This is an optimization exercise on Yosys and OpenROAD, whose aim is small area, a short achievable clock period and few clock cycles per item, not a production implementation. At most, simulation tests tie the RTL to the original design; equivalence was not proved. Function not checked in runs 2 and 3: the RTL went through the layout flow alone. No activity file was given, so power comes from the tool's default toggle rates.

[flow/config.mk]
export PLATFORM = sky130hd
export DESIGN_NAME = ll_mngr
export DESIGN_NICKNAME = ll_mngr
export VERILOG_FILES = /design/flow/design.v
export SDC_FILE = /design/flow/constraint.sdc
export NUM_CORES = 4
export LEC_CHECK = 0
export CAP_MARGIN = 20
export CORE_MARGIN = 2
export CORE_UTILIZATION = 25
export PLACE_DENSITY = 0.4
export SETUP_SLACK_MARGIN = 1.6
export SLEW_MARGIN = 20
[flow/constraint.sdc]
create_clock -name core_clock -period 5.0 [get_ports {clk}]
set_input_delay 1.0000 -clock core_clock [delete_from_list [all_inputs] [get_ports {clk}]]
set_output_delay 1.0000 -clock core_clock [all_outputs]
set_load 0.01 [all_outputs]
[flow/design.v]
`timescale 1ns/1ps
`default_nettype none
module ll_mngr (
  input  logic        clk,
  input  logic        reset_n,
  input  logic        cmd_valid,
  input  logic [2:0]  cmd_op,
  input  logic [2:0]  cmd_list,
  input  logic [5:0]  cmd_pos,
  input  logic [15:0] cmd_data,
  output logic        idle,
  output logic        resp_valid,
  output logic [1:0]  resp_status,
  output logic [15:0] resp_data
);
  function automatic logic gt3(input logic [2:0] a, input logic [2:0] b);
    gt3 = (a[2] & ~b[2]) |
          ((a[2] | ~b[2]) & a[1] & ~b[1]) |
          ((a[2] | ~b[2]) & (a[1] | ~b[1]) & a[0] & ~b[0]);
  endfunction
  logic [15:0] mem [32];
  logic [2:0]  tag [32];
  logic [31:0] free;
  logic [4:0]  start [9];
  logic [7:0]  empty_q;          
  logic        full_q;           
  logic        idle_q;
  logic        almost_full;      
  logic [5:0]  total;
  logic [31:0] is_beg, is_end;   
  logic [4:0]  start_inc [9];
  always_comb begin
    for (int k = 0; k < 9; k++) start_inc[k] = start[k] + 5'd1;
    almost_full = (start_inc[8] == start[0]);
    total = {full_q, 5'(start[8] - start[0])};
    for (int j = 0; j < 32; j++) begin
      is_beg[j] = (start[0] == 5'(j));
      is_end[j] = (start[8] == 5'(j));
    end
  end
  logic       op_add, op_tail, op_del, op_read, op_cnt, op_tot;
  logic [7:0] lsel;
  logic [8:0] above_l;           
  logic [4:0] start_l, start_l1, diff_l;
  logic [5:0] cnt_l;
  logic       empty_l, one_l;
  logic       do_ins, do_del;
  assign op_add  = ~cmd_op[2] & ~cmd_op[1];
  assign op_tail = ~cmd_op[2] & ~cmd_op[1] & cmd_op[0];
  assign op_del  = ~cmd_op[2] & cmd_op[1] & ~cmd_op[0];
  assign op_read = ~cmd_op[2] & cmd_op[1] & cmd_op[0];
  assign op_cnt  = cmd_op[2] & ~cmd_op[1] & ~cmd_op[0];
  assign op_tot  = cmd_op[2] & ~cmd_op[1] & cmd_op[0];
  always_comb begin
    for (int k = 0; k < 8; k++)
      lsel[k] = (cmd_list[2] == k[2]) & (cmd_list[1] == k[1]) & (cmd_list[0] == k[0]);
    above_l[0] = 1'b0;
    for (int k = 1; k < 9; k++) above_l[k] = above_l[k-1] | lsel[k-1];
  end
  always_comb begin
    start_l  = '0;
    start_l1 = '0;
    empty_l  = 1'b0;
    for (int k = 0; k < 8; k++) begin
      start_l  = start_l  | ({5{lsel[k]}} & start[k]);
      start_l1 = start_l1 | ({5{lsel[k]}} & start[k+1]);
      empty_l  = empty_l  | (lsel[k] & empty_q[k]);
    end
    diff_l = start_l1 - start_l;
    cnt_l  = {~empty_l & (diff_l == 5'd0), diff_l};
    one_l  = ((start_l + 5'd1) == start_l1);
  end
  assign do_ins = cmd_valid & op_add & ~full_q;
  assign do_del = cmd_valid & op_del & ~empty_l;
  logic [31:0] in_l, ge, up, nw, fst;
  always_comb begin
    for (int j = 0; j < 32; j++) begin
      logic gt;
      gt      = ~free[j] & gt3(tag[j], cmd_list);
      in_l[j] = ~free[j] & (tag[j] == cmd_list);
      ge[j]   = gt | (in_l[j] & ~op_tail);
    end
    for (int j = 0; j < 32; j++) begin
      logic prev_ge, prev_lt, elig;
      prev_ge = ge[(j + 31) % 32];
      prev_lt = ~free[(j + 31) % 32] & ~prev_ge;
      elig    = ge[j] | is_end[j];
      up[j]   = (do_ins & elig & prev_ge) | (do_del & prev_lt);
      nw[j]   = do_ins & elig & ~prev_ge;
      fst[j]  = in_l[j] & (~in_l[(j + 31) % 32] | is_beg[j]);
    end
  end
  always_ff @(posedge clk) begin
    for (int j = 0; j < 32; j++) begin
      mem[j] <= ({16{up[j]}} & mem[(j + 31) % 32]) |
                ({16{nw[j]}} & cmd_data) |
                ({16{~(up[j] | nw[j])}} & mem[j]);
      tag[j] <= ({3{up[j]}} & tag[(j + 31) % 32]) |
                ({3{nw[j]}} & cmd_list) |
                ({3{~(up[j] | nw[j])}} & tag[j]);
    end
  end
  always_ff @(posedge clk) begin
    for (int j = 0; j < 32; j++) begin
      if (!reset_n)                free[j] <= 1'b1;
      else if (up[j])              free[j] <= free[(j + 31) % 32];
      else if (nw[j])              free[j] <= 1'b0;
      else if (do_del & is_beg[j]) free[j] <= 1'b1;
    end
  end
  always_ff @(posedge clk) begin
    if (!reset_n) begin
      for (int k = 0; k < 9; k++) start[k] <= 5'd0;
      empty_q <= 8'hff;
      full_q  <= 1'b0;
    end else begin
      for (int k = 0; k < 9; k++) begin
        if ((do_ins & above_l[k]) | (do_del & ~above_l[k]))
          start[k] <= start_inc[k];
      end
      for (int k = 0; k < 8; k++) begin
        if (do_ins & lsel[k]) empty_q[k] <= 1'b0;
        else if (do_del & lsel[k]) empty_q[k] <= one_l;
      end
      if (do_ins) full_q <= almost_full;
      else if (do_del) full_q <= 1'b0;
    end
  end
  logic [3:0]  lo_oh;
  logic [7:0]  hi_oh0, hi_oh1, hi_oh;
  logic [31:0] rsel;
  logic [15:0] hd;
  logic [1:0]  st;
  logic [15:0] rd;
  logic        pos_ok;
  logic [3:0] s_lo, p_lo;
  logic [7:0] s_hi, p_hi;
  logic       carry;
  always_comb begin
    for (int i = 0; i < 4; i++) begin
      s_lo[i] = (start_l[1:0] == 2'(i));
      p_lo[i] = (cmd_pos[1:0] == 2'(i));
    end
    for (int i = 0; i < 8; i++) begin
      s_hi[i] = (start_l[4:2] == 3'(i));
      p_hi[i] = (cmd_pos[4:2] == 3'(i));
    end
    carry = 1'b0;
    for (int i = 0; i < 4; i++) begin
      lo_oh[i] = 1'b0;
      for (int a = 0; a < 4; a++) begin
        lo_oh[i] = lo_oh[i] | (s_lo[a] & p_lo[(i - a + 4) % 4]);
        if (a + i >= 4) carry = carry | (s_lo[a] & p_lo[i]);
      end
    end
    for (int h = 0; h < 8; h++) begin
      hi_oh0[h] = 1'b0;
      for (int a = 0; a < 8; a++) hi_oh0[h] = hi_oh0[h] | (s_hi[a] & p_hi[(h - a + 8) % 8]);
    end
    for (int h = 0; h < 8; h++) hi_oh1[h] = hi_oh0[(h + 7) % 8];
    hi_oh = carry ? hi_oh1 : hi_oh0;
    for (int j = 0; j < 32; j++) rsel[j] = hi_oh[j / 4] & lo_oh[j % 4] & in_l[j];
    hd = '0;
    for (int j = 0; j < 32; j++) hd = hd | ({16{fst[j]}} & mem[j]);
  end
  assign pos_ok = ~cmd_pos[5] & (|rsel);
  always_comb begin
    st = 2'd0;
    if (op_add & full_q) st = 2'd2;
    else if ((op_del | op_read) & empty_l) st = 2'd1;
    else if (op_read & ~pos_ok) st = 2'd3;
    rd = '0;
    if (op_del) rd = hd;
    else if (op_cnt) rd = {10'd0, cnt_l};
    else if (op_tot) rd = {10'd0, total};
  end
  logic [31:0] rq;
  logic [15:0] rdq;
  always_ff @(posedge clk) begin
    rdq <= rd;
    rq  <= {32{op_read & ~cmd_pos[5]}} & rsel;
  end
  always_comb begin
    resp_data = rdq;
    for (int j = 0; j < 32; j++) resp_data = resp_data | ({16{rq[j]}} & mem[j]);
  end
  always_ff @(posedge clk) begin
    resp_valid  <= reset_n & cmd_valid;
    resp_status <= st;
  end
  always_ff @(posedge clk) begin
    idle_q <= ~reset_n | ~cmd_valid | idle_q;
  end
  assign idle = idle_q;
endmodule
`default_nettype wire
[flow/run.sh]
#!/bin/bash
# synth_recipe.tcl (not shown) runs the flow's synth.tcl, then flattens the netlist and writes it again
# the make line also repeats each setting of config.mk as NAME=value (left out here)
make -C /OpenROAD-flow-scripts/flow DESIGN_CONFIG=/design/flow/config.mk WORK_HOME=/design/flow/orfs CLKGATE_MAP_FILE= SYNTH_SCRIPT=/design/flow/synth_recipe.tcl finish
==> impl_results.md, run 1 <==
* Hold_ws at 0.446 ns
* Min Tclk post-route at 3.64 ns
* Vias/cell at about 6.6
* Critical Path Fanout Max at 8
* Worst setup EP type: flip-flop
* Nets@finish at 4,632
* GRT Residual Overflow at 0
* Layout Skew at 0.0717 ns
* Critical Path AT at 4.25 ns
* Seq cells post-synth at 746
* Fin util at between 30% and 40%
* Synthesis-to-finish area growth at 24.8%
* FMAX at 275 MHz
* DIE WIDTH at about 400 um
* CTS sink count at 746
* Initial antenna violation count at 17
* Cells after Synth at 4,291
* Starting density of the core at 25.2%
* Input/output buffers at 50
* Row count at 145
* Worst skew pair latency at 0.75 ns
* Synth async-reset ratio at 0%
* Yosys warns at 5
* Clock-pin slew on the worst setup and hold paths at ~0.07 ns
* Worst reg2reg path endpoint: resp_status[0]$_SDFF_PP0_
* CTS Root Cell: clkbuf_16
* Slowest cell on crit path: mux4_2
* Power Density at 296 nW/um^2
* Fillers at 16.2k
* Core area at around 160,000 sq um
* Cell taking the most area after synthesis: dfxtp_1
* Critical path buffers and inverters at 2
* Post-route DRC at 0
* Req. time, crit path at 5.62 ns
* Slew @ Worst Pin at 1.15 ns
* Fraction of layout instances using a drive strength above 1 at 19.9%
* Min-Delay Path Depth at 1
* Global-route wire length before repair at 349 mm
* RePlAce Congestion at 0.941
* Reg-to-reg slack, setup at 1.45 ns
* CTS H-tree depth at 3
* IO Pins at 51
* Dpl ws at 0.414 ns
* Pin count of the biggest net entering global routing at 57
* Fraction of the cycle the final worst path needs at between 70 and 80%
* Most numerous cell in the Yosys netlist: inv_1
* RSZ-0062 raised after global routing: yes
* R2R cell count at 13
* Max_cap viols at 0
* Maximum buffer depth of the clock tree at 3
* Synth cell types at 94
* Total GRT Usage at 30.9%
* Hold EP: idle_q$_DFF_P_
* Cts bufs inserted at a little over 90
* Max transition margin at 23.5%
* Post-synth top cells: inv_1, dfxtp_1, a222oi_1
* Setup slack after layout at 1.36 ns
* Setup TNS at 0 ns
* Final Hold Fails at 0
* Number of synthesized flops with an enable pin at 0
* Status: no timing/DRC/antenna violations
* Crit-path most repeated cell: mux4_2
* VDD IR max at 0.000227 V
* Total via count in the routed design at 43.5k
* Hold Crit Start: idle_q$_DFF_P_
* Top cells by area, synth: dfxtp_1, a222oi_1, inv_1
* Post-route ant nets at 0
* Router iterations before antenna repair at 13
* Final setup vio count at 0
* Die extent in y at 401 um
* Main flop type after synthesis: dfxtp_1
* Crit path max-delay family: multiplexers
* Seq/Total Area, Yosys at a little under two fifths
* Detailed-placement wirelength estimate at between 150 and 200 mm
* Leakage Power at around 22 nW
* Synth top area share at 37.9%
* CTS tree: yes
* Syn Std Cell Area at 39,400 sq um
* CP peak stage delay at between 0.5 and 0.6 ns
* Mapped Nets at 4,451
* Crit path cell chain: buf_16 -> mux4_2 -> mux2_4 -> ha_4 -> mux4_2 -> buf_6 -> nand4_1 -> o2111ai_4 -> a22oi_2 -> nor4_1 -> a311oi_1 -> o2111a_1 -> nand2_1 -> o21ai_1
* Vias in the first global route at 40.1k
* Die area at 161,000 sq um
* Wire per inst at 39.1 um
* Final Max Slew Viols at 0
* Worst min path class: flip-flop to flip-flop
* Worst R2R Start: start[7][1]$_SDFFE_PN0P_
* Syn avg cell area at a little over 9 sq um
* Total Wirelength at roughly 260 mm
* Crit path kind: input port to flip-flop
* Startpoint types: input port
* DR iter-0 viols at 10.5k
[worst reg2reg max path, delay by kind of cell (launching register included)]
family	cells	cell delay (ns)
compound gates	5	1.06
fa+ha+maj	1	0.20
buf+inv	1	0.17
flops	1	0.39
mux	3	1.41
simple gates	3	0.24
[cell families after synthesis]
family          Yosys count  synth area share [%]
xor+xnor                 86                  1.91
buf+inv                1100                  11.6
compound gates         1510                  33.0
simple gates            662                  9.35
flops                   746                  37.9
fa+ha+maj               129                  4.14
mux                      58                  2.09
[registers in the layout, summed over array words and instances (netlist names)]
name,count
full_q,1
resp_status,2
rdq,16
rq,32
resp_valid,1
mem,512
empty_q,8
tag,96
free,32
idle_q,1
start,45
[layout by cell type (no fill, tap or decap), types with 85 or more instances in the layout]
master,instances
inv_1,746
a221oi_1,95
dfxtp_1,715
clkbuf_16,93
a22oi_1,183
buf_4,283
nand4_1,85
a222oi_1,630
ha_1,124
nor2_1,111
a21oi_1,133
a22o_1,151
[where the power goes]
part | leakage [nW] | switching [W] | internal, W
logic | 14.6 | 0.000576 | 0.000387
registers | 6.07 | 0.000349 | 0.00616
clock network | 1.53 | 0.00306 | 0.00401
total | 22.2 | 0.00398 | 0.0106
[final cells by class]
cell class | instances | area (sq um) | share of cell area (%)
timing repair buffer | 436 | 4470 | 9.10
clock inverter | 45 | 528 | 1.07
inverter | 751 | 2830 | 5.77
multi-input combinational | 2446 | 21000 | 42.8
tap | 2058 | 2570 | 5.24
antenna | 10 | 25.0 | 0.0509
clock buffer | 124 | 2610 | 5.32
sequential | 746 | 15000 | 30.6
[layer usage]
metal  wire (um)  up-vias  track usage, %  share of wire [%]
li1            -    17300               -                  -
met1      100000    21400            39.2                 39
met2      104000     3664            44.4                 40
met3       32900     1120            10.7                 13
met4       21000       12            19.7                8.1
met5         172        -           0.297              0.066
[metrics by stage]
stage | instance area, sq um | total power [W] | cells
after detailed placement | 43400 | 0.00750 | 6293
final | 49100 | 0.0145 | 6616
after CTS | 48300 | 0.0145 | 6560
after floorplan | 39500 | 0.00707 | 4291
after global placement | 43400 | 0.00750 | 6293
after global routing | 49100 | 0.0149 | 6606
[worst max-delay path by stage]
stage / depth (start not counted) / slack, ns / start / to
after floorplan: 17 / 0.90 / cmd_list[1] / resp_status[1]$_SDFF_PP1_
after global placement: 13 / 0.46 / cmd_list[1] / resp_status[1]$_SDFF_PP1_
after detailed placement: 13 / 0.41 / cmd_list[1] / resp_status[1]$_SDFF_PP1_
after CTS: 6 / 1.42 / rq[1]$_DFF_P_ / resp_data[12]
after global routing: 14 / 1.30 / cmd_list[1] / resp_status[0]$_SDFF_PP0_
final: 14 / 1.36 / cmd_list[1] / resp_status[0]$_SDFF_PP0_
[repair_timing]
item	4_1_cts	5_1_grt
endpoints found under the setup margin	344	511
endpoints found under the hold margin	0	0
hold buffers	0	0
cloned	1	1
resized for setup	250	63
buffers inserted	97	43
pin swaps	62	33
Testbench counts, summed over its fixed seeds: cycles 12,008, commands 12,000.
==> run 2: changes to the inputs <==
--- a/flow/design.v
+++ b/flow/design.v
@@ -26,4 +26,6 @@
   logic        full_q;           
   logic        idle_q;
+  logic [5:0]  cnt [8];
+  logic [7:0]  one_k;            
   logic        almost_full;      
   logic [5:0]  total;
@@ -32,4 +34,10 @@
   always_comb begin
     for (int k = 0; k < 9; k++) start_inc[k] = start[k] + 5'd1;
+    for (int k = 0; k < 8; k++) begin
+      logic [4:0] diff;
+      diff     = start[k+1] - start[k];
+      cnt[k]   = {~empty_q[k] & (diff == 5'd0), diff};
+      one_k[k] = (start_inc[k] == start[k+1]);
+    end
     almost_full = (start_inc[8] == start[0]);
     total = {full_q, 5'(start[8] - start[0])};
@@ -42,5 +50,5 @@
   logic [7:0] lsel;
   logic [8:0] above_l;           
-  logic [4:0] start_l, start_l1, diff_l;
+  logic [4:0] start_l;
   logic [5:0] cnt_l;
   logic       empty_l, one_l;
@@ -60,14 +68,13 @@
   always_comb begin
     start_l  = '0;
-    start_l1 = '0;
+    cnt_l    = '0;
     empty_l  = 1'b0;
+    one_l    = 1'b0;
     for (int k = 0; k < 8; k++) begin
       start_l  = start_l  | ({5{lsel[k]}} & start[k]);
-      start_l1 = start_l1 | ({5{lsel[k]}} & start[k+1]);
+      cnt_l    = cnt_l    | ({6{lsel[k]}} & cnt[k]);
       empty_l  = empty_l  | (lsel[k] & empty_q[k]);
-    end
-    diff_l = start_l1 - start_l;
-    cnt_l  = {~empty_l & (diff_l == 5'd0), diff_l};
-    one_l  = ((start_l + 5'd1) == start_l1);
+      one_l    = one_l    | (lsel[k] & one_k[k]);
+    end
   end
   assign do_ins = cmd_valid & op_add & ~full_q;
@@ -121,5 +128,5 @@
       for (int k = 0; k < 8; k++) begin
         if (do_ins & lsel[k]) empty_q[k] <= 1'b0;
-        else if (do_del & lsel[k]) empty_q[k] <= one_l;
+        else if (do_del & lsel[k]) empty_q[k] <= one_k[k];
       end
       if (do_ins) full_q <= almost_full;
--- a/flow/config.mk
+++ b/flow/config.mk
@@ -8,6 +8,6 @@
 export CAP_MARGIN = 20
 export CORE_MARGIN = 2
-export CORE_UTILIZATION = 25
-export PLACE_DENSITY = 0.4
+export CORE_UTILIZATION = 60
+export PLACE_DENSITY = 0.72
 export SETUP_SLACK_MARGIN = 1.6
 export SLEW_MARGIN = 20
==> run 2 against run 1 <==
  * The flow now stops in 5_1_grt
  * Area after synthesis increased by 2.8%
  * Synthesized cell count increased by 8.6%
==> impl_results.md, run 2 <==
* Syn avg cell area at 8.68 sq um (-5.4%)
* Failed at: 5_1_grt
* Top cells by area, synth: dfxtp_1, a222oi_1, inv_1
* Synth top area share at 36.9% (-1.0 points)
* Seq/Total Area, Yosys at 36.9% (-1.0 points)
* Main flop type after synthesis: dfxtp_1
* Seq cells post-synth at 746 (unchanged)
* Status: stopped before the end
* Detailed-placement wirelength estimate at 148 mm (-7.1%)
* Input/output buffers at 50 (unchanged)
* Cell taking the most area after synthesis: dfxtp_1
* IO Pins at 51 (unchanged)
* Err: [ERROR GRT-0232] Routing congestion too high. Check the congestion heatmap in the GUI.
* Post-synth top cells: dfxtp_1, inv_1, a222oi_1
* Synth cell types at 87 (-7.4%)
* Synth async-reset ratio at 0% (unchanged)
* DIE WIDTH at 264 um (-34%)
* Cell Area, Placed at 43,000 sq um (-0.84%)
* Most numerous cell in the Yosys netlist: dfxtp_1
* Pin count of the biggest net entering global routing at 67
* GRT Residual Overflow at 1
* Row count at 95 (-34%)
* Number of synthesized flops with an enable pin at 0 (unchanged)
* Yosys warns at 6 (+1)
* RePlAce Congestion at 1.09 (+16%)
* CTS Hold Bufs at 0 (unchanged)
* Cts bufs inserted at 81 (-11%)
* Starting density of the core at 60.5% (+35 points)
* Die extent in y at 264 um (-34%)
* CTS sink count at 746 (unchanged)
* Syn Std Cell Area at 40,500 sq um (+2.8%)
* Mapped Nets at 4,853 (+9.0%)
* Maximum buffer depth of the clock tree at 3 (unchanged)
* Total GRT Usage at roughly two thirds
* CTS H-tree depth at 3 (unchanged)
* CTS Root Cell: clkbuf_16
* Cells after Synth at 4,662 (+8.6%)
run 2: metrics by stage:
step	power, W	std cells	util (%)	setup WS (ns)
floorplan	0.00706	4662	-	1.20
global placement	0.00746	5438	64.3	0.196
detailed placement	0.00748	5440	64.3	0.207
CTS	0.0135	5637	70.2	1.47
run 2: repair_timing:
item	in CTS
buffers inserted	50
gates cloned	2
setup endpoints to repair	697
pin swaps	28
gates resized for setup	225
endpoints found under the hold margin	0
run 2: worst max path at each step:
stage	startpoint	to	slack (ns)
CTS	rq[17]$_DFF_P_	resp_data[3]	1.47
floorplan	cmd_list[2]	tag[30][0]$_DFF_P_	1.20
detailed placement	cmd_list[0]	resp_status[0]$_SDFF_PP0_	0.21
global placement	cmd_list[0]	resp_status[0]$_SDFF_PP0_	0.20
run 2: cell families after synthesis:
family,Yosys count,share of synthesized area [%]
AOI/OAI and AO/OA,1575,32.1
DFF,746,36.9
and+or+nand+nor,920,11.6
xor gates and xnor gates,139,3.03
muxes,33,0.946
buffers and inverters,1089,10.4
adders and majority gates,160,5.11
run 2: per-layer routing:
metal | GRT overflow | global-route usage [%]
met1 | 0 | 77.6
met2 | 0 | 81.8
met3 | 0 | 47.0
met4 | 1 | 51.5
met5 | 0 | 22.7
run 2: power groups by stage:
stage / Sequential (W) / Clock (W) / Combinational, W
2_1_floorplan: 0.00646 / 0 / 0.000604
3_3_place_gp: 0.00662 / 0 / 0.000840
4_1_cts: 0.00648 / 0.00615 / 0.000912
3_5_place_dp: 0.00661 / 0 / 0.000871
==> run 3: changes to the inputs <==
--- a/flow/config.mk
+++ b/flow/config.mk
@@ -10,4 +10,4 @@
 export CORE_UTILIZATION = 60
 export PLACE_DENSITY = 0.72
-export SETUP_SLACK_MARGIN = 1.6
+export SETUP_SLACK_MARGIN = 2.2
 export SLEW_MARGIN = 20
==> run 3 against run 2 <==
  * The run again fails in 5_1_grt
  * Synthesized cell count did not move
  * Area after synthesis did not move
==> impl_results.md, run 3 <==
* Status: stopped before the end
* Failed at: 5_1_grt
* Err: [ERROR GRT-0116] Global routing finished with congestion. Check the congestion regions in the DRC Viewer.
* DIE WIDTH at 264 um (unchanged)
* Global-route wire length before repair at 476 mm
* Seq/Total Area, Yosys at 36.9% (unchanged)
* Synth top area share at 36.9% (unchanged)
* Number of synthesized flops with an enable pin at 0 (unchanged)
* Cell taking the most area after synthesis: dfxtp_1
* Syn Std Cell Area at 40,500 sq um (unchanged)
* Starting density of the core at 60.5% (unchanged)
* Cts bufs inserted at 81 (unchanged)
* Synth cell types at 87 (unchanged)
* Largest family of logic cells by synthesized area: compound AO/OA/AOI/OAI gates
* Seq cells post-synth at 746 (unchanged)
* Row count at 95 (unchanged)
* Synth async-reset ratio at 0% (unchanged)
* Detailed-placement wirelength estimate at 147 mm (-1.1%)
* Die extent in y at 264 um (unchanged)
* CTS Root Cell: clkbuf_16
* Complex-gate fraction of the synthesized area at 32.1% (unchanged)
* Maximum buffer depth of the clock tree at 3 (unchanged)
* GRT Residual Overflow at 1,502
* IO Pins at 51 (unchanged)
* Synth Area in XOR/XNOR at 3.03% (unchanged)
* CTS H-tree depth at 3 (unchanged)
* Total GRT Usage at 93.1%
* RePlAce Congestion at 1.09 (-0.68%)
* Mapped Nets at 4,853 (unchanged)
* Main flop type after synthesis: dfxtp_1
* Most numerous cell in the Yosys netlist: dfxtp_1
* Post-synth top cells: dfxtp_1, inv_1, a222oi_1
* Yosys warns at 6 (unchanged)
* Synth Area in Adders at 5.11% (unchanged)
* Top cells by area, synth: dfxtp_1, a222oi_1, inv_1
* CTS sink count at 746 (unchanged)
* Input/output buffers at 50 (unchanged)
* Syn avg cell area at 8.68 sq um (unchanged)
* Mux cell area share after synthesis at 0.946% (unchanged)
* CTS Hold Bufs at 0 (unchanged)
* Pin count of the biggest net entering global routing at 41
* Vias in the first global route at 58.7k
* Simple-Gate Fraction of Synth Area at 11.6% (unchanged)
* Cells after Synth at 4,662 (unchanged)
* Inst Count DP at 5,439 (-0.018%)
## run 3: kinds of logic after synthesis
family,Yosys count
XOR/XNOR,139
flip-flops,746
AO/OA/AOI/OAI,1575
buffers and inverters,1089
adder cells (fa/ha/maj),160
AND/OR/NAND/NOR,920
multiplexers,33
## run 3: power groups by stage
stage	Clock, W	Combinational (W)	Sequential, W
floorplan	0	0.000622	0.00646
global placement	0	0.000850	0.00660
detailed placement	0	0.000881	0.00660
CTS	0.00638	0.00111	0.00647
## run 3: metrics by stage
step	setup slack (ns)	instance area [sq um]	power (W)	utilization (%)	hold slack, ns
3_5_place_dp	0.502	43300	0.00748	64.7	0.460
3_3_place_gp	0.512	43300	0.00745	64.7	0.425
2_1_floorplan	1.21	41800	0.00708	-	0.447
4_1_cts	1.56	55600	0.0140	83.1	0.478
## run 3: worst max-delay path by stage
| stage | startpoint | to | slack (ns) | cells past startpoint |
|---|---|---|---|---|
| 4_1_cts | rq[18]$_DFF_P_ | resp_data[4] | 1.56 | 6 |
| 3_5_place_dp | cmd_list[0] | resp_status[0]$_SDFF_PP0_ | 0.50 | 11 |
| 3_3_place_gp | cmd_list[0] | resp_status[1]$_SDFF_PP1_ | 0.51 | 12 |
| 2_1_floorplan | cmd_list[2] | tag[18][0]$_DFF_P_ | 1.21 | 13 |
## run 3: repair_timing
item | 4_1_cts
endpoints found under the setup margin | 750
setup buffers | 360
cloned | 101
resized for setup | 1010
pin swaps | 370
## run 3: routing by layer
metal | global-route usage [%] | overflow
met5 | 76.9 | 33
met4 | 88.9 | 455
met3 | 86.9 | 164
met2 | 101 | 684
met1 | 93.9 | 166

[static timing again, ports no longer ideal]
The results above use ideal ports. As a check the final layout listed here was re-extracted and re-timed, cells and wires unchanged. Step 1 (the two cells are an assumption about what drives the block):
set clk [get_ports {clk}]
set_driving_cell -lib_cell sky130_fd_sc_hd__clkbuf_16 $clk
set_driving_cell -lib_cell sky130_fd_sc_hd__buf_2 [delete_from_list [all_inputs] $clk]
Step 2 also shifts input and output timing later by t, the mid clock arrival at the registers, as if the neighbouring blocks saw the same clock. a / b / c = ideal ports / drivers / drivers and shift; a / b = the first two.
run: run 1
t, ns: 0.805
slack for setup (ns): 1.362 / 1.312 / 0.554
hold WS [ns]: 0.446 / 0.446 / 0.446
worst setup path after step 2: input to register
slew at the worst register clock pin (ns): 0.07 / 0.07
After both steps run 1 still meets setup and hold. For run 1, drivers alone change the setup slack by -0.050 ns; drivers and shift together by -0.808 ns.
